This is an optimization exercise on Yosys and OpenROAD, whose aim is a short achievable clock period and few clock cycles, not a production implementation.
In this exercise RTL edits were held to simulation tests only and were not proved equivalent to the original.
Power and IR drop assume default switching activity.

==> run a: inputs <==
==> flow/design.v <==
package ifu_pkg;
  function automatic integer off_w(input integer line_words);
    off_w = $clog2(line_words);
  endfunction
  function automatic integer idx_w(input integer num_lines);
    idx_w = $clog2(num_lines);
  endfunction
  function automatic integer tag_w(input integer num_lines,
                                   input integer line_words);
    tag_w = 30 - off_w(line_words) - idx_w(num_lines);
  endfunction
endpackage
module icache_dm
#(
  parameter int unsigned  NUM_LINES  = 16,
  parameter int unsigned  LINE_WORDS = 4,
  localparam int unsigned OFF_W      = ifu_pkg::off_w(LINE_WORDS),
  localparam int unsigned IDX_W      = ifu_pkg::idx_w(NUM_LINES),
  localparam int unsigned TAG_W      = ifu_pkg::tag_w(NUM_LINES, LINE_WORDS),
  localparam int unsigned NW         = NUM_LINES * LINE_WORDS
) (
  input  logic             clock,
  input  logic             reset,
  input  logic [29:0]      i_lk_addr,     
  output logic             o_lk_hit,      
  output logic             o_lk_present,  
  output logic [31:0]      o_lk_data,
  input  logic [NUM_LINES-1:0] i_alloc_line,
  input  logic [TAG_W-1:0] i_alloc_tag,
  input  logic [NW-1:0]    i_dw_sel,
  input  logic [31:0]      i_dw_data,
  input  logic             i_pr_en,
  input  logic [IDX_W-1:0] i_pr_index,
  input  logic [OFF_W-1:0] i_pr_word,
  input  logic             i_flush_all
);
  logic [NUM_LINES-1:0] r_valid;
  logic [NW-1:0]        r_present;
  logic [TAG_W-1:0]     r_tag  [NUM_LINES];
  logic [31:0]          r_data [NW];
  logic [IDX_W-1:0]     w_lk_index;
  logic [TAG_W-1:0]     w_lk_tag;
  logic [NUM_LINES-1:0] w_tag_eq;
  logic [NUM_LINES-1:0] w_idx_oh;
  assign w_lk_index = i_lk_addr[OFF_W+IDX_W-1:OFF_W];
  assign w_lk_tag   = i_lk_addr[29:OFF_W+IDX_W];
  always_comb begin
    for (int i = 0; i < NUM_LINES; i++) begin
      w_tag_eq[i] = r_valid[i] && (r_tag[i] == w_lk_tag);
      w_idx_oh[i] = (w_lk_index == IDX_W'(i));
    end
  end
  assign o_lk_hit     = |(w_tag_eq & w_idx_oh);
  assign o_lk_present = r_present[i_lk_addr[OFF_W+IDX_W-1:0]];
  always_comb begin
    o_lk_data = '0;
    for (int i = 0; i < NUM_LINES; i++)
      o_lk_data = o_lk_data
                | ({32{w_idx_oh[i]}} & r_data[i * LINE_WORDS + int'(i_lk_addr[OFF_W-1:0])]);
  end
  always_ff @(posedge clock or posedge reset) begin
    if (reset) begin
      r_valid <= '0;
    end else if (i_flush_all) begin
      r_valid <= '0;
    end else begin
      r_valid <= r_valid | i_alloc_line;
    end
  end
  always_ff @(posedge clock or posedge reset) begin
    if (reset) begin
      r_present <= '0;
    end else begin
      for (int i = 0; i < NW; i++) begin
        if (i_alloc_line[i / LINE_WORDS])
          r_present[i] <= 1'b0;
        if (i_pr_en && ({i_pr_index, i_pr_word} == (IDX_W+OFF_W)'(i)))
          r_present[i] <= 1'b1;
      end
    end
  end
  always_ff @(posedge clock) begin
    for (int i = 0; i < NUM_LINES; i++)
      if (i_alloc_line[i]) r_tag[i] <= i_alloc_tag;
    for (int i = 0; i < NW; i++)
      if (i_dw_sel[i]) r_data[i] <= i_dw_data;
  end
endmodule
module ifu_line_fetch
#(
  parameter int unsigned NUM_LINES  = 16,
  parameter int unsigned LINE_WORDS = 4,
  parameter int unsigned CNT_W      = 16
) (
  input  logic             clock,
  input  logic             reset,
  input  logic [31:0]      pc,
  input  logic             reqValid,
  output logic             respValid,
  output logic [31:0]      inst,
  input  logic             flush,
  output logic             busy,
  output logic [31:0]      io_addr,
  output logic             io_reqValid,
  input  logic             io_respValid,
  input  logic [31:0]      io_rdata,
  output logic [CNT_W-1:0] hit_count,
  output logic [CNT_W-1:0] miss_count
);
  localparam int unsigned OFF_W  = ifu_pkg::off_w(LINE_WORDS);
  localparam int unsigned IDX_W  = ifu_pkg::idx_w(NUM_LINES);
  localparam int unsigned TAG_W  = ifu_pkg::tag_w(NUM_LINES, LINE_WORDS);
  localparam int unsigned LINE_W = 30 - OFF_W;
  localparam int unsigned SLOT_W = IDX_W + OFF_W;
  localparam int unsigned NW     = NUM_LINES * LINE_WORDS;
  logic             r_pend;        
  logic             r_miss_wait;   
  logic [29:0]      r_pc;          
  logic             r_resp_valid;
  logic [31:0]      r_inst;
  logic [CNT_W-1:0] r_hit_count, r_miss_count;
  logic             r_missed;      
  logic [CNT_W-1:0] r_hit_prev;    
  logic             r_busy;
  logic              r_ref_active;  
  logic              r_io_req;      
  logic [29:0]       r_io_addr;     
  logic [LINE_W-1:0] r_ref_line;    
  logic [OFF_W-1:0]  r_ref_beat;    
  logic [OFF_W-1:0]  r_ref_cnt;     
  logic              r_alloc;       
  logic [NW-1:0]     r_slot_oh;     
  logic [NUM_LINES-1:0] r_line_oh;   
  logic              w_new, w_hit, w_miss, w_present, w_ready, w_fwd;
  logic              w_rd_done, w_last, w_pend_resp, w_new_resp, w_start_wait;
  logic              w_pend_next, w_active_next, w_io_req_next, w_busy_next, w_slot_hit;
  logic [NW-1:0]     w_slot_next;
  logic [31:0]       w_lk_data;
  logic [29:0]       w_addr;
  logic [CNT_W-1:0]  w_hit_inc, w_miss_inc;
  logic [LINE_W-1:0] w_line_next;
  logic [OFF_W-1:0]  w_beat_next;
  logic [NW-1:0]     w_dw_sel;
  logic              w_unused;
  assign w_unused = ^pc[1:0];
  assign w_addr   = pc[31:2];
  assign w_dw_sel = r_ref_active ? r_slot_oh : '0;
  icache_dm #(
    .NUM_LINES  (NUM_LINES),
    .LINE_WORDS (LINE_WORDS)
  ) u_icache (
    .clock         (clock),
    .reset         (reset),
    .i_lk_addr     (w_addr),
    .o_lk_hit      (w_hit),
    .o_lk_present  (w_present),
    .o_lk_data     (w_lk_data),
    .i_alloc_line  (r_alloc ? r_line_oh : '0),
    .i_alloc_tag   (r_ref_line[LINE_W-1:IDX_W]),
    .i_dw_sel      (w_dw_sel),
    .i_dw_data     (io_rdata),
    .i_pr_en       (w_rd_done),
    .i_pr_index    (r_ref_line[IDX_W-1:0]),
    .i_pr_word     (r_ref_beat),
    .i_flush_all   (flush)
  );
  assign w_rd_done = r_ref_active && io_respValid;
  assign w_slot_hit = r_ref_active && ({r_ref_line[IDX_W-1:0], r_ref_beat} == w_addr[SLOT_W-1:0]);
  assign w_fwd      = w_slot_hit && io_respValid;
  assign w_last    = w_rd_done && (r_ref_cnt == OFF_W'(LINE_WORDS - 1));
  assign w_new        = reqValid && !r_pend;
  assign w_miss       = w_new && (flush || !w_hit);
  assign w_ready      = w_present || w_fwd;
  assign w_new_resp   = w_new && !flush && w_hit && w_ready;
  assign w_pend_resp  = r_pend && !r_miss_wait && w_fwd;
  assign w_start_wait = r_miss_wait && w_last;
  assign w_pend_next  = w_new ? !w_new_resp : (r_pend && !w_pend_resp);
  assign w_hit_inc  = (r_hit_count  == '1) ? r_hit_count  : r_hit_count  + 1'b1;
  assign w_miss_inc = (r_miss_count == '1) ? r_miss_count : r_miss_count + 1'b1;
  always_comb begin
    w_line_next   = r_ref_line;
    w_beat_next   = r_ref_beat;
    w_active_next = r_ref_active;
    if (!r_ref_active) begin
      w_line_next   = w_addr[29:OFF_W];
      w_beat_next   = w_addr[OFF_W-1:0];
      w_active_next = w_miss || r_miss_wait;
    end else if (w_start_wait) begin
      w_line_next = r_pc[29:OFF_W];
      w_beat_next = r_pc[OFF_W-1:0];
    end else if (w_rd_done) begin
      w_beat_next = r_ref_beat + 1'b1;
      if (w_last) w_active_next = 1'b0;
    end
  end
  assign w_io_req_next = r_io_req ? !(w_last && !r_miss_wait) : (w_miss || r_miss_wait);
  assign w_busy_next   = r_busy ? !(w_last && !r_miss_wait) : (w_miss || r_miss_wait);
  always_comb begin
    for (int i = 0; i < NW; i++) begin
      if (!r_ref_active)
        w_slot_next[i] = (w_addr[SLOT_W-1:0] == SLOT_W'(i));
      else if (w_start_wait)
        w_slot_next[i] = (r_pc[SLOT_W-1:0] == SLOT_W'(i));
      else if (w_rd_done)
        w_slot_next[i] = r_slot_oh[(i & ~(LINE_WORDS - 1)) | ((i - 1) & (LINE_WORDS - 1))];
      else
        w_slot_next[i] = r_slot_oh[i];
    end
  end
  always_ff @(posedge clock or posedge reset) begin
    if (reset) begin
      r_pend       <= 1'b0;
      r_miss_wait  <= 1'b0;
      r_pc         <= '0;
      r_resp_valid <= 1'b0;
      r_hit_count  <= '0;
      r_miss_count <= '0;
      r_missed     <= 1'b0;
      r_hit_prev   <= '0;
      r_busy       <= 1'b0;
      r_ref_active <= 1'b0;
      r_io_req     <= 1'b0;
      r_ref_line   <= '0;
      r_ref_beat   <= '0;
      r_ref_cnt    <= '0;
      r_alloc      <= 1'b0;
      r_slot_oh    <= '0;
      r_line_oh    <= '0;
    end else begin
      r_resp_valid <= w_new_resp || w_pend_resp;
      if (!r_pend) r_pc <= w_addr;
      r_pend       <= w_pend_next;
      r_busy       <= w_busy_next;
      r_missed <= w_miss;
      if (r_missed) r_miss_count <= w_miss_inc;
      if (w_new) begin
        r_hit_count <= w_hit_inc;
        r_hit_prev  <= r_hit_count;
      end else if (r_missed) begin
        r_hit_count <= r_hit_prev;
      end
      if (w_miss && r_ref_active) r_miss_wait <= 1'b1;
      else if (w_start_wait || !r_ref_active) r_miss_wait <= 1'b0;
      r_ref_active <= w_active_next;
      r_io_req     <= w_io_req_next;
      r_ref_line   <= w_line_next;
      r_ref_beat   <= w_beat_next;
      r_alloc      <= (!r_ref_active && w_active_next) || w_start_wait;
      if (!r_ref_active || w_start_wait) r_ref_cnt <= '0;
      else if (w_rd_done) r_ref_cnt <= r_ref_cnt + 1'b1;
      r_slot_oh    <= w_slot_next;
      for (int i = 0; i < NUM_LINES; i++) begin
        if (!r_ref_active)
          r_line_oh[i] <= (w_addr[SLOT_W-1:OFF_W] == IDX_W'(i));
        else if (w_start_wait)
          r_line_oh[i] <= (r_pc[SLOT_W-1:OFF_W] == IDX_W'(i));
      end
    end
  end
  always_ff @(posedge clock) begin
    r_inst    <= w_fwd ? io_rdata : w_lk_data;
    r_io_addr <= {w_line_next, w_beat_next};
  end
  assign respValid   = r_resp_valid;
  assign inst        = r_inst;
  assign busy        = r_busy;
  assign io_reqValid = r_io_req;
  assign io_addr     = {r_io_addr, 2'b00};
  assign hit_count   = r_hit_count;
  assign miss_count  = r_miss_count;
endmodule
==> flow/run.sh <==
#!/bin/bash
# synth_recipe.tcl (not shown) runs the flow's synth.tcl, then flattens the netlist and writes it again
# the make line also repeats each setting of config.mk as NAME=value (left out here)
make -C /OpenROAD-flow-scripts/flow DESIGN_CONFIG=/design/flow/config.mk WORK_HOME=/design/flow/orfs CLKGATE_MAP_FILE= SYNTH_SCRIPT=/design/flow/synth_recipe.tcl finish
==> flow/config.mk <==
export PLATFORM = sky130hd
export DESIGN_NAME = ifu_line_fetch
export DESIGN_NICKNAME = ifu_line_fetch
export VERILOG_FILES = /design/flow/design.v
export SDC_FILE = /design/flow/constraint.sdc
export NUM_CORES = 4
export LEC_CHECK = 0
export ABC_CLOCK_PERIOD_IN_PS = 2500
export CAP_MARGIN = 20
export CELL_PAD_IN_SITES_DETAIL_PLACEMENT = 1
export CORE_MARGIN = 2
export CORE_UTILIZATION = 40
export SETUP_SLACK_MARGIN = 1.8
export SLEW_MARGIN = 20
==> flow/constraint.sdc <==
create_clock -name core_clock -period 4.0 [get_ports {clock}]
set_input_delay 0.8000 -clock core_clock [delete_from_list [all_inputs] [get_ports {clock}]]
set_output_delay 0.8000 -clock core_clock [all_outputs]
set_load 0.01 [all_outputs]
==> run b: changes against run a <==
--- a/flow/design.v
+++ b/flow/design.v
@@ -26,5 +26,6 @@
   output logic             o_lk_present,  
   output logic [31:0]      o_lk_data,
-  input  logic [NUM_LINES-1:0] i_alloc_line,
+  input  logic             i_alloc_en,
+  input  logic [IDX_W-1:0] i_alloc_index,
   input  logic [TAG_W-1:0] i_alloc_tag,
   input  logic [NW-1:0]    i_dw_sel,
@@ -64,6 +65,6 @@
     end else if (i_flush_all) begin
       r_valid <= '0;
-    end else begin
-      r_valid <= r_valid | i_alloc_line;
+    end else if (i_alloc_en) begin
+      r_valid[i_alloc_index] <= 1'b1;
     end
   end
@@ -73,5 +74,5 @@
     end else begin
       for (int i = 0; i < NW; i++) begin
-        if (i_alloc_line[i / LINE_WORDS])
+        if (i_alloc_en && (i_alloc_index == IDX_W'(i / LINE_WORDS)))
           r_present[i] <= 1'b0;
         if (i_pr_en && ({i_pr_index, i_pr_word} == (IDX_W+OFF_W)'(i)))
@@ -81,6 +82,5 @@
   end
   always_ff @(posedge clock) begin
-    for (int i = 0; i < NUM_LINES; i++)
-      if (i_alloc_line[i]) r_tag[i] <= i_alloc_tag;
+    if (i_alloc_en) r_tag[i_alloc_index] <= i_alloc_tag;
     for (int i = 0; i < NW; i++)
       if (i_dw_sel[i]) r_data[i] <= i_dw_data;
@@ -123,5 +123,6 @@
   logic [CNT_W-1:0] r_hit_prev;    
   logic             r_busy;
-  logic              r_ref_active;  
+  logic              r_ref_idle;    
+  logic              r_ref_active;
   logic              r_io_req;      
   logic [29:0]       r_io_addr;     
@@ -131,9 +132,7 @@
   logic              r_alloc;       
   logic [NW-1:0]     r_slot_oh;     
-  logic [NUM_LINES-1:0] r_line_oh;   
   logic              w_new, w_hit, w_miss, w_present, w_ready, w_fwd;
   logic              w_rd_done, w_last, w_pend_resp, w_new_resp, w_start_wait;
-  logic              w_pend_next, w_active_next, w_io_req_next, w_busy_next, w_slot_hit;
-  logic [NW-1:0]     w_slot_next;
+  logic              w_pend_next, w_active_next;
   logic [31:0]       w_lk_data;
   logic [29:0]       w_addr;
@@ -143,4 +142,5 @@
   logic [NW-1:0]     w_dw_sel;
   logic              w_unused;
+  assign r_ref_active = !r_ref_idle;
   assign w_unused = ^pc[1:0];
   assign w_addr   = pc[31:2];
@@ -156,5 +156,6 @@
     .o_lk_present  (w_present),
     .o_lk_data     (w_lk_data),
-    .i_alloc_line  (r_alloc ? r_line_oh : '0),
+    .i_alloc_en    (r_alloc),
+    .i_alloc_index (r_ref_line[IDX_W-1:0]),
     .i_alloc_tag   (r_ref_line[LINE_W-1:IDX_W]),
     .i_dw_sel      (w_dw_sel),
@@ -166,6 +167,5 @@
   );
   assign w_rd_done = r_ref_active && io_respValid;
-  assign w_slot_hit = r_ref_active && ({r_ref_line[IDX_W-1:0], r_ref_beat} == w_addr[SLOT_W-1:0]);
-  assign w_fwd      = w_slot_hit && io_respValid;
+  assign w_fwd     = w_rd_done && ({r_ref_line[IDX_W-1:0], r_ref_beat} == w_addr[SLOT_W-1:0]);
   assign w_last    = w_rd_done && (r_ref_cnt == OFF_W'(LINE_WORDS - 1));
   assign w_new        = reqValid && !r_pend;
@@ -194,18 +194,4 @@
     end
   end
-  assign w_io_req_next = r_io_req ? !(w_last && !r_miss_wait) : (w_miss || r_miss_wait);
-  assign w_busy_next   = r_busy ? !(w_last && !r_miss_wait) : (w_miss || r_miss_wait);
-  always_comb begin
-    for (int i = 0; i < NW; i++) begin
-      if (!r_ref_active)
-        w_slot_next[i] = (w_addr[SLOT_W-1:0] == SLOT_W'(i));
-      else if (w_start_wait)
-        w_slot_next[i] = (r_pc[SLOT_W-1:0] == SLOT_W'(i));
-      else if (w_rd_done)
-        w_slot_next[i] = r_slot_oh[(i & ~(LINE_WORDS - 1)) | ((i - 1) & (LINE_WORDS - 1))];
-      else
-        w_slot_next[i] = r_slot_oh[i];
-    end
-  end
   always_ff @(posedge clock or posedge reset) begin
     if (reset) begin
@@ -219,5 +205,5 @@
       r_hit_prev   <= '0;
       r_busy       <= 1'b0;
-      r_ref_active <= 1'b0;
+      r_ref_idle   <= 1'b1;
       r_io_req     <= 1'b0;
       r_ref_line   <= '0;
@@ -226,10 +212,9 @@
       r_alloc      <= 1'b0;
       r_slot_oh    <= '0;
-      r_line_oh    <= '0;
     end else begin
       r_resp_valid <= w_new_resp || w_pend_resp;
       if (!r_pend) r_pc <= w_addr;
       r_pend       <= w_pend_next;
-      r_busy       <= w_busy_next;
+      r_busy       <= w_pend_next || w_active_next;
       r_missed <= w_miss;
       if (r_missed) r_miss_count <= w_miss_inc;
@@ -242,6 +227,6 @@
       if (w_miss && r_ref_active) r_miss_wait <= 1'b1;
       else if (w_start_wait || !r_ref_active) r_miss_wait <= 1'b0;
-      r_ref_active <= w_active_next;
-      r_io_req     <= w_io_req_next;
+      r_ref_idle   <= !w_active_next;
+      r_io_req     <= w_active_next;
       r_ref_line   <= w_line_next;
       r_ref_beat   <= w_beat_next;
@@ -249,11 +234,6 @@
       if (!r_ref_active || w_start_wait) r_ref_cnt <= '0;
       else if (w_rd_done) r_ref_cnt <= r_ref_cnt + 1'b1;
-      r_slot_oh    <= w_slot_next;
-      for (int i = 0; i < NUM_LINES; i++) begin
-        if (!r_ref_active)
-          r_line_oh[i] <= (w_addr[SLOT_W-1:OFF_W] == IDX_W'(i));
-        else if (w_start_wait)
-          r_line_oh[i] <= (r_pc[SLOT_W-1:OFF_W] == IDX_W'(i));
-      end
+      for (int i = 0; i < NW; i++)
+        r_slot_oh[i] <= ({w_line_next[IDX_W-1:0], w_beat_next} == SLOT_W'(i));
     end
   end
--- a/flow/config.mk
+++ b/flow/config.mk
@@ -8,7 +8,6 @@
 export ABC_CLOCK_PERIOD_IN_PS = 2500
 export CAP_MARGIN = 20
-export CELL_PAD_IN_SITES_DETAIL_PLACEMENT = 1
 export CORE_MARGIN = 2
 export CORE_UTILIZATION = 40
-export SETUP_SLACK_MARGIN = 1.8
+export SETUP_SLACK_MARGIN = 2.0
 export SLEW_MARGIN = 20
==> run c: changes against run a <==
--- a/flow/config.mk
+++ b/flow/config.mk
@@ -9,6 +9,7 @@
 export CAP_MARGIN = 20
 export CELL_PAD_IN_SITES_DETAIL_PLACEMENT = 1
+export CELL_PAD_IN_SITES_GLOBAL_PLACEMENT = 1
 export CORE_MARGIN = 2
 export CORE_UTILIZATION = 40
-export SETUP_SLACK_MARGIN = 1.8
+export SETUP_SLACK_MARGIN = 2.0
 export SLEW_MARGIN = 20
==> impl_summary.txt <==
----------------------------------------------------
[Run status]
  Outcome ... finished clean

[Setup path]
  Cell class contributing the biggest share of worst-path delay ... simple AND/OR/NAND/NOR gates
  Critical path capture point ... r_ref_active

[Clock tree]
  Clock network latency to the later pin of the worst-skew pair ... roughly 900 ps
  Clock sink total ... approximately 2.8k

[STA]
  Tcrit/Tclk final ... 0.6021

[Final layout]
  Clock tree buffer count of the final layout ... 435
  Fraction of area in multi-input gates ... 0.2090

[Drt]
  Detailed Route WL ... 409.4 mm

[Power]
  Standby leakage power ... ~0.045 uW

----------------------------------------------------
That was run c.
==> impl_summary.txt <==
----------------------------------------------------
[Run status]
  Outcome ... finished clean

[Final layout]
  Register containing the most flip-flops in the final layout ... u_icache.r_data
  Clock tree buffer count of the final layout ... just under 400
  Fraction of area in multi-input gates ... 0.1977

[Setup path]
  Critical path capture point ... r_busy
  Cell class contributing the biggest share of worst-path delay ... simple AND/OR/NAND/NOR gates

[Global route]
  GR Util All Layers ... 0.2481

[STA]
  Tcrit/Tclk final ... 0.6233

[Clock tree]
  Clock network latency to the later pin of the worst-skew pair ... roughly 960 ps
  Clock sink total ... approximately 2.8k
  Post-CTS resize count ... between 1k and 1.5k

[Drt]
  Detailed Route WL ... ~340 mm

[Power]
  Combinational fraction of design power ... 0.145
  Standby leakage power ... approximately 0.043 uW

[Floorplan]
  Total I/O pin count ... 168

[Placed design]
  Placed cells ... around 9k

----------------------------------------------------
That was run b.
==> impl_summary.txt <==
----------------------------------------------------
[Drt]
  Via-to-Cell Ratio ... approximately 6.5
  Detailed Route WL ... slightly above 400 mm

[Setup path]
  Critical path capture point ... r_ref_active
  Cell class contributing the biggest share of worst-path delay ... buffers and inverters

[Clock tree]
  Clock sink total ... ~2.8k
  Clock network latency to the later pin of the worst-skew pair ... 900 ps

[Final layout]
  # nets final ... ~6.5k
  Fraction of area in multi-input gates ... 0.2121
  Clock tree buffer count of the final layout ... 358

[Global route]
  Met2 track demand over resource ... 0.4270

[Power]
  P_clk ... between 20000 and 30000 uW
  Standby leakage power ... 0.04399 uW
  Switching power share of the total ... 0.3389

[STA]
  Tcrit/Tclk final ... 0.6365

[Run status]
  Outcome ... finished clean

[Floorplan]
  Die Ht ... ~520 um

----------------------------------------------------
That was run a.
Testbench counts of run a, summed over its fixed seeds: cycles 6,397.
Testbench counts of run b, summed over its fixed seeds: cycles 6,397.
Testbench counts of run c, summed over its fixed seeds: cycles 6,397.

## static timing again, ports no longer ideal
The results above use ideal ports. As a check the final layouts listed here were re-extracted and re-timed, cells and wires unchanged. Step 1 sets driving cells, clkbuf_16 on the clock port and buf_2 on the other inputs (assumed; they add their load-dependent delay and slew). Step 2 adds t to the input delays and takes it off the output delays; t is the mean of the earliest and latest rising clock arrival at the registers after step 1. Input paths then give back, and output paths get back, about the clock's delay inside the block. Slacks: ideal / step 1 / step 2; pairs: ideal / step 1.
| run | shift t [ns] | setup slack, ns | hold slack, ns | worst setup path after step 2 | clock arrival spread, ns |
|---|---|---|---|---|---|
| run a | 0.964 | 1.454 / 1.515 / 0.551 | 0.301 / 0.228 / 0.467 | input to register | 0.073 / 0.072 |
| run b | 1.000 | 1.507 / 1.550 / 0.558 | 0.367 / 0.303 / 0.468 | input to register | 0.102 / 0.101 |
| run c | 0.960 | 1.592 / 1.594 / 0.682 | 0.320 / 0.255 / 0.470 | input to register | 0.105 / 0.106 |
After both steps every run listed still meets setup and hold. The setup slack of run b, which loses most, moves by +0.043 ns with the drivers and by -0.949 ns with both steps.
